This is an optimization exercise on Yosys and OpenROAD, whose aim is small area, a short achievable clock period and few clock cycles, not a production implementation.
No functional check of the RTL was part of this run.
No activity file was given, so power comes from the tool's default toggle rates.

--- flow/run.sh ---
#!/bin/bash
# synth_recipe.tcl (not shown) runs the flow's synth.tcl, then flattens the netlist and writes it again
# the make line also repeats each setting of config.mk as NAME=value (left out here)
make -C /OpenROAD-flow-scripts/flow DESIGN_CONFIG=/design/flow/config.mk WORK_HOME=/design/flow/orfs CLKGATE_MAP_FILE= SYNTH_SCRIPT=/design/flow/synth_recipe.tcl finish
--- flow/config.mk ---
export PLATFORM = sky130hd
export DESIGN_NAME = fpga_sys_top
export DESIGN_NICKNAME = fpga_sys_top
export VERILOG_FILES = /design/flow/design.v
export SDC_FILE = /design/flow/constraint.sdc
export NUM_CORES = 4
export LEC_CHECK = 0
export CAP_MARGIN = 20
export CORE_MARGIN = 2
export CORE_UTILIZATION = 30
export PLACE_DENSITY = 0.35
export SLEW_MARGIN = 20
export SYNTH_MEMORY_MAX_BITS = 16384
--- flow/constraint.sdc ---
create_clock -name core_clock -period 10.0 [get_ports {i_clk}]
set_input_delay 2.0000 -clock core_clock [delete_from_list [all_inputs] [get_ports {i_clk}]]
set_output_delay 2.0000 -clock core_clock [all_outputs]
set_load 0.01 [all_outputs]
--- flow/design.v ---
package fpga_sys_pkg;
	localparam int LINE_W = 128;  
	localparam int MASK_W = 16;  
	localparam int ADDR_W = 32;  
	localparam int LINE_OFS = 4;  
	localparam int LINE_IDX_W = ADDR_W - LINE_OFS;  
	localparam int IO_AW = 14;  
	localparam int IO_DW = 32;
	localparam int LED_W = 3;
	localparam logic [IO_AW-1:0] LED_BASE = 14'h3f80;  
	typedef enum logic {
		CMD_READ = 1'b0,
		CMD_WRITE = 1'b1
	} cmd_e;
	typedef enum logic {
		MST_UART = 1'b0,
		MST_DC = 1'b1
	} master_e;
endpackage
`timescale 1ns/100ps
module bus_arbiter (
	input logic i_clk,
	input logic i_rst_n,
	input logic i_uart_wstart_rq,
	input logic i_uart_rstart_rq,
	input logic [fpga_sys_pkg::ADDR_W-1:0] i_uart_win_addr,
	input logic [fpga_sys_pkg::ADDR_W-1:0] i_uart_rin_addr,
	input logic [fpga_sys_pkg::LINE_W-1:0] i_uart_in_wdata,
	input logic [fpga_sys_pkg::MASK_W-1:0] i_uart_in_mask,
	output logic o_uart_finish_wresp,
	output logic o_uart_finish_mrd,
	output logic o_uart_rdat_m_valid,
	output logic [fpga_sys_pkg::LINE_W-1:0] o_uart_rdat_m_data,
	input logic i_dc_wstart_rq,
	input logic i_dc_rstart_rq,
	input logic [fpga_sys_pkg::ADDR_W-1:0] i_dc_win_addr,
	input logic [fpga_sys_pkg::ADDR_W-1:0] i_dc_rin_addr,
	input logic [fpga_sys_pkg::LINE_W-1:0] i_dc_in_wdata,
	input logic [fpga_sys_pkg::MASK_W-1:0] i_dc_in_mask,
	output logic o_dc_finish_wresp,
	output logic o_dc_finish_mrd,
	output logic o_dc_rdat_m_valid,
	output logic [fpga_sys_pkg::LINE_W-1:0] o_dc_rdat_m_data,
	output logic o_dc_rqfull,
	output logic o_cmd_valid,
	output fpga_sys_pkg::cmd_e o_cmd_type,
	output logic [fpga_sys_pkg::LINE_IDX_W-1:0] o_cmd_line,
	output logic [fpga_sys_pkg::LINE_W-1:0] o_cmd_wdata,
	output logic [fpga_sys_pkg::MASK_W-1:0] o_cmd_mask,
	input logic i_wr_done,
	input logic i_rd_valid,
	input logic [fpga_sys_pkg::LINE_W-1:0] i_rd_data
);
logic uart_pend;  
logic dc_pend;
fpga_sys_pkg::cmd_e uart_type;
fpga_sys_pkg::cmd_e dc_type;
logic busy;  
fpga_sys_pkg::master_e owner;  
fpga_sys_pkg::master_e gnt;
logic [fpga_sys_pkg::ADDR_W-1:0] gnt_addr;
logic dc_out;  
logic uart_sel;
logic dc_sel;
always_ff @(posedge i_clk or negedge i_rst_n) begin
	if (!i_rst_n) begin
		uart_pend <= 1'b0;
		uart_type <= fpga_sys_pkg::CMD_READ;
		dc_pend <= 1'b0;
		dc_type <= fpga_sys_pkg::CMD_READ;
	end else begin
		if (i_uart_wstart_rq | i_uart_rstart_rq) begin
			uart_pend <= 1'b1;
			uart_type <= i_uart_wstart_rq ? fpga_sys_pkg::CMD_WRITE : fpga_sys_pkg::CMD_READ;
		end else if (o_cmd_valid & (gnt == fpga_sys_pkg::MST_UART)) begin
			uart_pend <= 1'b0;  
		end
		if (i_dc_wstart_rq | i_dc_rstart_rq) begin
			dc_pend <= 1'b1;
			dc_type <= i_dc_wstart_rq ? fpga_sys_pkg::CMD_WRITE : fpga_sys_pkg::CMD_READ;
		end else if (o_cmd_valid & (gnt == fpga_sys_pkg::MST_DC)) begin
			dc_pend <= 1'b0;
		end
	end
end
always_comb begin
	if (uart_pend & dc_pend)
		gnt = (owner == fpga_sys_pkg::MST_UART) ? fpga_sys_pkg::MST_DC : fpga_sys_pkg::MST_UART;
	else if (dc_pend)
		gnt = fpga_sys_pkg::MST_DC;
	else
		gnt = fpga_sys_pkg::MST_UART;
end
assign o_cmd_valid = ~busy & (uart_pend | dc_pend);
always_comb begin
	if (gnt == fpga_sys_pkg::MST_DC) begin
		o_cmd_type = dc_type;
		gnt_addr = (dc_type == fpga_sys_pkg::CMD_WRITE) ? i_dc_win_addr : i_dc_rin_addr;
		o_cmd_wdata = i_dc_in_wdata;
		o_cmd_mask = i_dc_in_mask;
	end else begin
		o_cmd_type = uart_type;
		gnt_addr = (uart_type == fpga_sys_pkg::CMD_WRITE) ? i_uart_win_addr : i_uart_rin_addr;
		o_cmd_wdata = i_uart_in_wdata;
		o_cmd_mask = i_uart_in_mask;
	end
end
assign o_cmd_line = gnt_addr[fpga_sys_pkg::ADDR_W-1:fpga_sys_pkg::LINE_OFS];  
always_ff @(posedge i_clk or negedge i_rst_n) begin
	if (!i_rst_n) begin
		busy <= 1'b0;
		owner <= fpga_sys_pkg::MST_DC;  
	end else if (o_cmd_valid) begin
		busy <= 1'b1;
		owner <= gnt;
	end else if (i_wr_done | i_rd_valid) begin
		busy <= 1'b0;
	end
end
always_ff @(posedge i_clk or negedge i_rst_n) begin
	if (!i_rst_n)
		dc_out <= 1'b0;
	else if (i_dc_wstart_rq | i_dc_rstart_rq)
		dc_out <= 1'b1;
	else if (o_dc_finish_wresp | o_dc_finish_mrd)
		dc_out <= 1'b0;
end
assign o_dc_rqfull = dc_out;
assign uart_sel = busy & (owner == fpga_sys_pkg::MST_UART);
assign dc_sel = busy & (owner == fpga_sys_pkg::MST_DC);
assign o_uart_finish_wresp = i_wr_done & uart_sel;
assign o_uart_finish_mrd = i_rd_valid & uart_sel;
assign o_uart_rdat_m_valid = i_rd_valid & uart_sel;  
assign o_uart_rdat_m_data = uart_sel ? i_rd_data : '0;
assign o_dc_finish_wresp = i_wr_done & dc_sel;
assign o_dc_finish_mrd = i_rd_valid & dc_sel;
assign o_dc_rdat_m_valid = i_rd_valid & dc_sel;
assign o_dc_rdat_m_data = dc_sel ? i_rd_data : '0;
endmodule
`timescale 1ns/100ps
module line_mem_ctrl #(
	parameter int MEM_AW = 6,  
	parameter int RD_LAT = 4  
) (
	input logic i_clk,
	input logic i_rst_n,
	input logic i_cmd_valid,
	input fpga_sys_pkg::cmd_e i_cmd_type,
	input logic [fpga_sys_pkg::LINE_IDX_W-1:0] i_cmd_line,
	input logic [fpga_sys_pkg::LINE_W-1:0] i_cmd_wdata,
	input logic [fpga_sys_pkg::MASK_W-1:0] i_cmd_mask,
	output logic o_wr_done,
	output logic o_rd_valid,
	output logic [fpga_sys_pkg::LINE_W-1:0] o_rd_data
);
localparam int MEM_DEPTH = 1 << MEM_AW;
logic [fpga_sys_pkg::LINE_W-1:0] mem_array [0:MEM_DEPTH-1];
logic [MEM_AW-1:0] idx;
logic wr_cmd;
logic rd_cmd;
logic [1:0] wr_pipe;  
logic [RD_LAT-1:0] rd_pipe;  
logic [fpga_sys_pkg::LINE_W-1:0] rd_q;
assign idx = i_cmd_line[MEM_AW-1:0];
assign wr_cmd = i_cmd_valid & (i_cmd_type == fpga_sys_pkg::CMD_WRITE);
assign rd_cmd = i_cmd_valid & (i_cmd_type == fpga_sys_pkg::CMD_READ);
always_ff @(posedge i_clk) begin
	if (wr_cmd) begin
		for (int b = 0; b < fpga_sys_pkg::MASK_W; b++) begin
			if (!i_cmd_mask[b])
				mem_array[idx][b*8 +: 8] <= i_cmd_wdata[b*8 +: 8];
		end
	end
end
always_ff @(posedge i_clk) begin
	if (rd_cmd)
		rd_q <= mem_array[idx];
end
always_ff @(posedge i_clk or negedge i_rst_n) begin
	if (!i_rst_n) begin
		wr_pipe <= 2'b00;
		rd_pipe <= '0;
	end else begin
		wr_pipe <= {wr_pipe[0], wr_cmd};
		rd_pipe <= {rd_pipe[RD_LAT-2:0], rd_cmd};
	end
end
assign o_wr_done = wr_pipe[1];  
assign o_rd_valid = rd_pipe[RD_LAT-1];  
assign o_rd_data = rd_q;
endmodule
`timescale 1ns/100ps
module io_led (
	input logic i_clk,
	input logic i_rst_n,
	input logic i_dma_io_we,
	input logic [fpga_sys_pkg::IO_AW-1:0] i_dma_io_wadr,
	input logic [fpga_sys_pkg::IO_DW-1:0] i_dma_io_wdata,
	input logic [fpga_sys_pkg::IO_AW-1:0] i_dma_io_radr,
	input logic [fpga_sys_pkg::IO_DW-1:0] i_dma_io_rdata_in,
	output logic [fpga_sys_pkg::IO_DW-1:0] o_dma_io_rdata,
	output logic [fpga_sys_pkg::LED_W-1:0] o_rgb_led,
	output logic [fpga_sys_pkg::LED_W-1:0] o_rgb_led1,
	output logic [fpga_sys_pkg::LED_W-1:0] o_rgb_led2,
	output logic [fpga_sys_pkg::LED_W-1:0] o_rgb_led3
);
logic [fpga_sys_pkg::LED_W-1:0] led_q [0:3];
logic wr_hit;
logic rd_hit;
logic [fpga_sys_pkg::IO_DW-1:0] rdata_q;
assign wr_hit = i_dma_io_we &
	(i_dma_io_wadr[fpga_sys_pkg::IO_AW-1:2] == fpga_sys_pkg::LED_BASE[fpga_sys_pkg::IO_AW-1:2]);
assign rd_hit =
	(i_dma_io_radr[fpga_sys_pkg::IO_AW-1:2] == fpga_sys_pkg::LED_BASE[fpga_sys_pkg::IO_AW-1:2]);
always_ff @(posedge i_clk or negedge i_rst_n) begin
	if (!i_rst_n) begin
		for (int i = 0; i < 4; i++)
			led_q[i] <= '0;  
	end else if (wr_hit) begin
		led_q[i_dma_io_wadr[1:0]] <= i_dma_io_wdata[fpga_sys_pkg::LED_W-1:0];
	end
end
always_ff @(posedge i_clk or negedge i_rst_n) begin
	if (!i_rst_n)
		rdata_q <= '0;
	else if (rd_hit)
		rdata_q <= {{(fpga_sys_pkg::IO_DW-fpga_sys_pkg::LED_W){1'b0}},
			led_q[i_dma_io_radr[1:0]]};
	else
		rdata_q <= i_dma_io_rdata_in;
end
assign o_dma_io_rdata = rdata_q;
assign o_rgb_led = led_q[0];
assign o_rgb_led1 = led_q[1];
assign o_rgb_led2 = led_q[2];
assign o_rgb_led3 = led_q[3];
endmodule
`timescale 1ns/100ps
module fpga_sys_top #(
	parameter int MEM_AW = 5,
	parameter int RD_LAT = 4
) (
	input logic i_clk,
	input logic i_rst_n,
	input logic i_uart_wstart_rq,
	input logic i_uart_rstart_rq,
	input logic [fpga_sys_pkg::ADDR_W-1:0] i_uart_win_addr,
	input logic [fpga_sys_pkg::ADDR_W-1:0] i_uart_rin_addr,
	input logic [fpga_sys_pkg::LINE_W-1:0] i_uart_in_wdata,
	input logic [fpga_sys_pkg::MASK_W-1:0] i_uart_in_mask,
	output logic o_uart_finish_wresp,
	output logic o_uart_finish_mrd,
	output logic o_uart_rdat_m_valid,
	output logic [fpga_sys_pkg::LINE_W-1:0] o_uart_rdat_m_data,
	input logic i_dc_wstart_rq,
	input logic i_dc_rstart_rq,
	input logic [fpga_sys_pkg::ADDR_W-1:0] i_dc_win_addr,
	input logic [fpga_sys_pkg::ADDR_W-1:0] i_dc_rin_addr,
	input logic [fpga_sys_pkg::LINE_W-1:0] i_dc_in_wdata,
	input logic [fpga_sys_pkg::MASK_W-1:0] i_dc_in_mask,
	output logic o_dc_finish_wresp,
	output logic o_dc_finish_mrd,
	output logic o_dc_rdat_m_valid,
	output logic [fpga_sys_pkg::LINE_W-1:0] o_dc_rdat_m_data,
	output logic o_dc_rqfull,
	input logic i_dma_io_we,
	input logic [fpga_sys_pkg::IO_AW-1:0] i_dma_io_wadr,
	input logic [fpga_sys_pkg::IO_DW-1:0] i_dma_io_wdata,
	input logic [fpga_sys_pkg::IO_AW-1:0] i_dma_io_radr,
	input logic [fpga_sys_pkg::IO_DW-1:0] i_dma_io_rdata_in,
	output logic [fpga_sys_pkg::IO_DW-1:0] o_dma_io_rdata,
	output logic [fpga_sys_pkg::LED_W-1:0] o_rgb_led,
	output logic [fpga_sys_pkg::LED_W-1:0] o_rgb_led1,
	output logic [fpga_sys_pkg::LED_W-1:0] o_rgb_led2,
	output logic [fpga_sys_pkg::LED_W-1:0] o_rgb_led3
);
logic cmd_valid;
fpga_sys_pkg::cmd_e cmd_type;
logic [fpga_sys_pkg::LINE_IDX_W-1:0] cmd_line;
logic [fpga_sys_pkg::LINE_W-1:0] cmd_wdata;
logic [fpga_sys_pkg::MASK_W-1:0] cmd_mask;
logic wr_done;
logic rd_valid;
logic [fpga_sys_pkg::LINE_W-1:0] rd_data;
bus_arbiter u_arb (
	.i_clk(i_clk),
	.i_rst_n(i_rst_n),
	.i_uart_wstart_rq(i_uart_wstart_rq),
	.i_uart_rstart_rq(i_uart_rstart_rq),
	.i_uart_win_addr(i_uart_win_addr),
	.i_uart_rin_addr(i_uart_rin_addr),
	.i_uart_in_wdata(i_uart_in_wdata),
	.i_uart_in_mask(i_uart_in_mask),
	.o_uart_finish_wresp(o_uart_finish_wresp),
	.o_uart_finish_mrd(o_uart_finish_mrd),
	.o_uart_rdat_m_valid(o_uart_rdat_m_valid),
	.o_uart_rdat_m_data(o_uart_rdat_m_data),
	.i_dc_wstart_rq(i_dc_wstart_rq),
	.i_dc_rstart_rq(i_dc_rstart_rq),
	.i_dc_win_addr(i_dc_win_addr),
	.i_dc_rin_addr(i_dc_rin_addr),
	.i_dc_in_wdata(i_dc_in_wdata),
	.i_dc_in_mask(i_dc_in_mask),
	.o_dc_finish_wresp(o_dc_finish_wresp),
	.o_dc_finish_mrd(o_dc_finish_mrd),
	.o_dc_rdat_m_valid(o_dc_rdat_m_valid),
	.o_dc_rdat_m_data(o_dc_rdat_m_data),
	.o_dc_rqfull(o_dc_rqfull),
	.o_cmd_valid(cmd_valid),
	.o_cmd_type(cmd_type),
	.o_cmd_line(cmd_line),
	.o_cmd_wdata(cmd_wdata),
	.o_cmd_mask(cmd_mask),
	.i_wr_done(wr_done),
	.i_rd_valid(rd_valid),
	.i_rd_data(rd_data)
);
line_mem_ctrl #(.MEM_AW(MEM_AW), .RD_LAT(RD_LAT)) u_mem (
	.i_clk(i_clk),
	.i_rst_n(i_rst_n),
	.i_cmd_valid(cmd_valid),
	.i_cmd_type(cmd_type),
	.i_cmd_line(cmd_line),
	.i_cmd_wdata(cmd_wdata),
	.i_cmd_mask(cmd_mask),
	.o_wr_done(wr_done),
	.o_rd_valid(rd_valid),
	.o_rd_data(rd_data)
);
io_led u_led (
	.i_clk(i_clk),
	.i_rst_n(i_rst_n),
	.i_dma_io_we(i_dma_io_we),
	.i_dma_io_wadr(i_dma_io_wadr),
	.i_dma_io_wdata(i_dma_io_wdata),
	.i_dma_io_radr(i_dma_io_radr),
	.i_dma_io_rdata_in(i_dma_io_rdata_in),
	.o_dma_io_rdata(o_dma_io_rdata),
	.o_rgb_led(o_rgb_led),
	.o_rgb_led1(o_rgb_led1),
	.o_rgb_led2(o_rgb_led2),
	.o_rgb_led3(o_rgb_led3)
);
endmodule
==> key figures <==
Worst setup path
  • Instance count on the critical path: 5
  • Worst r2r src: u_arb.owner$_DFFE_PN1P_
  • Reg-to-reg endpoint: u_mem.rd_q[29]$_DFFE_PP_
  • Critical Path Max Stage Delay: between 800 and 900 ps
  • CP max-delay cell: dfrtp_4
  • Data arrival, critical path: 4470 ps
  • Worst Setup EP: o_uart_rdat_m_data[77]
  • Sum of buffers and inverters on the critical path: 3
  • Critical path origin: u_arb.busy$_DFFE_PN0P_
  • R2r worst-path depth: 9
  • Crit-path cells: nor2b_4 -> buf_4 -> buf_4 -> and2_1 -> clkdlybuf4s50_1
  • Setup crit end kind: output pin
  • Cell mode on critical path: buf_4
  • Worst Path Max Fanout: 70
  • Family with the most delay on the worst path: buffers and inverters
  • R2r setup slk: 4010 ps
  • Worst EP required: around 8000 ps
  • CP Launch Type: flip-flop
  • Setup Crit Path Kind: reg -> out

Synth
  • Synth cell types: 39
  • #FFs+latches synth: 4,281
  • Post-Synth Adder-Cell Area: 0
  • Post-synth ARST share: 0.0133
  • Primary FF master, synth: edfxtp_1
  • Syn Nets: 10,300
  • Mapped Avg Cell Area: 17.1 µm²
  • Post-synthesis mux area share: 0.125
  • Top cell type's share of synthesized area: 0.759
  • Main combinational cell family by area after synthesis: multiplexers
  • Cell area after synthesis: 167,000 µm²
  • Ys Warns: 4
  • Simple-gate area share of the yosys netlist: 0.0471
  • Mapped Cells: 9,750
  • Leading area contributor after synthesis: edfxtp_1
  • Sequential element share of the synthesized area: 0.768
  • Post-synth EDFFs: 4,224
  • Synth Area in Compound Gates: 0.0397
  • Post-Synth XOR/XNOR Area: 0
  • Most area-consuming cells after synthesis: edfxtp_1 (76%), mux2i_1 (12%), o22ai_1 (3.9%)

STA
  • Slew headroom: 0.164
  • Max Fclk: 154 MHz
  • Crit path time final: around 6500 ps
  • Total Neg Setup Slack: 0 ps
  • Worst slew pin tran: 1240 ps
  • Hold WS: 350 ps
  • Unrepaired setup endpoints after global routing: false
  • Clock skew: between 30 and 40 ps
  • Setup Viol. Count Final: 0
  • Hold Fails Final Rpt: 0
  • Final Max Slew Viols: 0
  • Fin crit share: 0.647

Floorplanning
  • IO Pins: 822
  • Die Footprint: 563,000 µm²
  • Initial core utilization: 0.301
  • Die Y-Extent: 750 µm
  • FP Rows: 274
  • Core area: 556,000 µm²
  • Die X: 750 µm

Global routing
  • Vias in the first global route: between 90,000 and 100k
  • Overflow after GRT: 0
  • GRT Resource Usage Total: 0.189
  • Initial antenna violation count: 76
  • Largest net degree at the start of global routing: 129
  • First-pass GRT wire length: 745 mm

Clock network
  • CTS max path bufs: 4
  • H-tree depth: 5
  • CTS root buf: clkbuf_16
  • Worst-Skew Late Latency: 1020 ps
  • TritonCTS clock tree: yes
  • Post-CTS Hold Fix Bufs: 0
  • Clock transition at the registers of the reported paths: roughly 60 ps
  • Clk sinks: about 4,300
  • Total setup buffers inserted after CTS: 0
  • Num CTS Buffers: 481
  • PostCTS Resize Cnt: 0

Placement
  • Area after DPL: 183,000 µm²
  • DP HPWL: 340 mm
  • RePlAce Congestion: 0.745
  • PortBufs: 684

Layout
  • Commonest non-fill, non-tap cells in the layout: edfxtp_1 (4,224), mux2i_1 (2,057), o22ai_1 (1,024)
  • Layout area overhead: 18.9%
  • Multi-input logic area: roughly 36,000 µm²
  • Layout cells sized above 1: 0.0950
  • Sequential cell area: 128,000 µm²
  • Fin nets: roughly 11,000
  • Post-route cell area: slightly below 200,000 µm²
  • Fillers: 52,100
  • Commonest non-fill, non-tap cell in the layout: edfxtp_1

Drt
  • WL/cell: just under 30 µm
  • DRT Pass-1 Iters: 5
  • Final WL: 550 mm
  • DRC: 0
  • Post-DRT Antenna Nets: 0
  • Vias: around 90,000
  • Iteration-0 DRC Markers: roughly 7,300
  • Via density: 4.84

Power
  • Peak supply drop: 0.183 mV
  • Leakage power: 68.4 nW
  • PwrDens: roughly 260 nW/µm²

Hold path
  • Type of the most critical hold path: reg -> reg

Status
  • Run status: finished clean

Flow run
  • Max_cap viols: 0
==> synthesized netlist by cell type (4+ instances only) <==
library cell / n
nor2_1: 530
dfrtp_1: 56
buf_2: 190
clkbuf_1: 223
o22ai_1: 1040
mux2i_1: 2058
o21ai_0: 6
and2_1: 159
buf_1: 30
edfxtp_1: 4224
nor4_1: 258
buf_6: 40
inv_1: 4
nor3_1: 8
nand3_1: 18
nand2_1: 583
buf_4: 136
mux2_2: 22
and3_1: 136
==> cell families after synthesis <==
group	Yosys count
flops	4281
mux	2083
simple gates	1706
compound gates	1057
buf+inv	623
==> registers in the layout, summed over array words and instances, names as in the netlist <==
signal / cells
u_mem.mem_array: 4096
u_mem.rd_q: 128
u_led.rdata_q: 32
u_led.led_q: 12
u_mem.rd_pipe: 4
u_mem.wr_pipe: 2
u_arb.busy: 1
u_arb.dc_out: 1
u_arb.dc_pend: 1
u_arb.dc_type: 1
u_arb.owner: 1
u_arb.uart_pend: 1
u_arb.uart_type: 1
==> per-stage QoR <==
step / utilization / worst slack (ps) / cells / total power, mW
2_1_floorplan: - / 2510 / 9750 / 29.4
3_3_place_gp: 0.329 / 2990 / 17500 / 35.5
3_5_place_dp: 0.329 / 3020 / 17500 / 35.7
4_1_cts: 0.357 / 3270 / 18400 / 53.3
5_1_grt: 0.357 / 3190 / 18400 / 54.5
6_report: 0.357 / 3530 / 18500 / 52.4
==> where the power goes <==
part           switching [mW]  internal [mW]
Combinational            8.90           3.83
Clock                    7.21           10.3
Sequential             0.0848           22.1
==> worst min path at each step <==
stage | startpoint | to | slack [ps] | depth (start not counted)
floorplan | u_mem.rd_pipe[0]$_DFF_PN0_ | u_mem.rd_pipe[1]$_DFF_PN0_ | 330 | 0
global placement | u_mem.rd_pipe[0]$_DFF_PN0_ | u_mem.rd_pipe[1]$_DFF_PN0_ | 330 | 0
detailed placement | u_mem.rd_pipe[1]$_DFF_PN0_ | u_mem.rd_pipe[2]$_DFF_PN0_ | 340 | 0
CTS | u_mem.rd_pipe[1]$_DFF_PN0_ | u_mem.rd_pipe[2]$_DFF_PN0_ | 350 | 0
global route | u_mem.wr_pipe[0]$_DFF_PN0_ | u_mem.wr_pipe[1]$_DFF_PN0_ | 360 | 0
finish | u_mem.rd_pipe[1]$_DFF_PN0_ | u_mem.rd_pipe[2]$_DFF_PN0_ | 350 | 0
==> final cells by class <==
| type | count | area share |
|---|---|---|
| repair buffers | 964 | 0.0473 |
| clock buffers | 601 | 0.0641 |
| inverters | 4 | 0.0000756 |
| flip-flops and latches | 4281 | 0.646 |
| multi-input cells | 4846 | 0.181 |
| well taps | 7452 | 0.0469 |
| diodes | 28 | 0.000353 |
| clock inverters | 283 | 0.0141 |
==> per-layer routing <==
metal | GRT usage | part of all wire
met1 | 0.261 | 0.45
met2 | 0.322 | 0.49
met3 | 0.0260 | 0.047
met4 | 0.0347 | 0.017
met5 | 0 | 0.000062

-- afterwards: timing with drivers on the ports --
The flow's constraints put no driver on any port. The routed layout listed below was extracted and timed again, unchanged, in two steps. Step 1, drivers: a clkbuf_16 drives i_clk and a buf_2 each remaining input, both assumed. Step 2 adds t to the input delays and takes it off the output delays; t is the mean of the earliest and latest rising clock arrival at the registers after step 1. Input paths then give back, and output paths get back, about the clock's delay inside the block. Slacks: ideal / step 1 / step 2; pairs: ideal / step 1.
t, ns: 1.124
setup slack, ns: 3.526 / 3.401 / 2.836
worst slew at a driven data input, ns: 0.11
cell pins on the clock port's net: 1
After both steps this run still meets setup and hold. For this run, drivers alone change the setup slack by -0.125 ns; drivers and shift together by -0.690 ns.
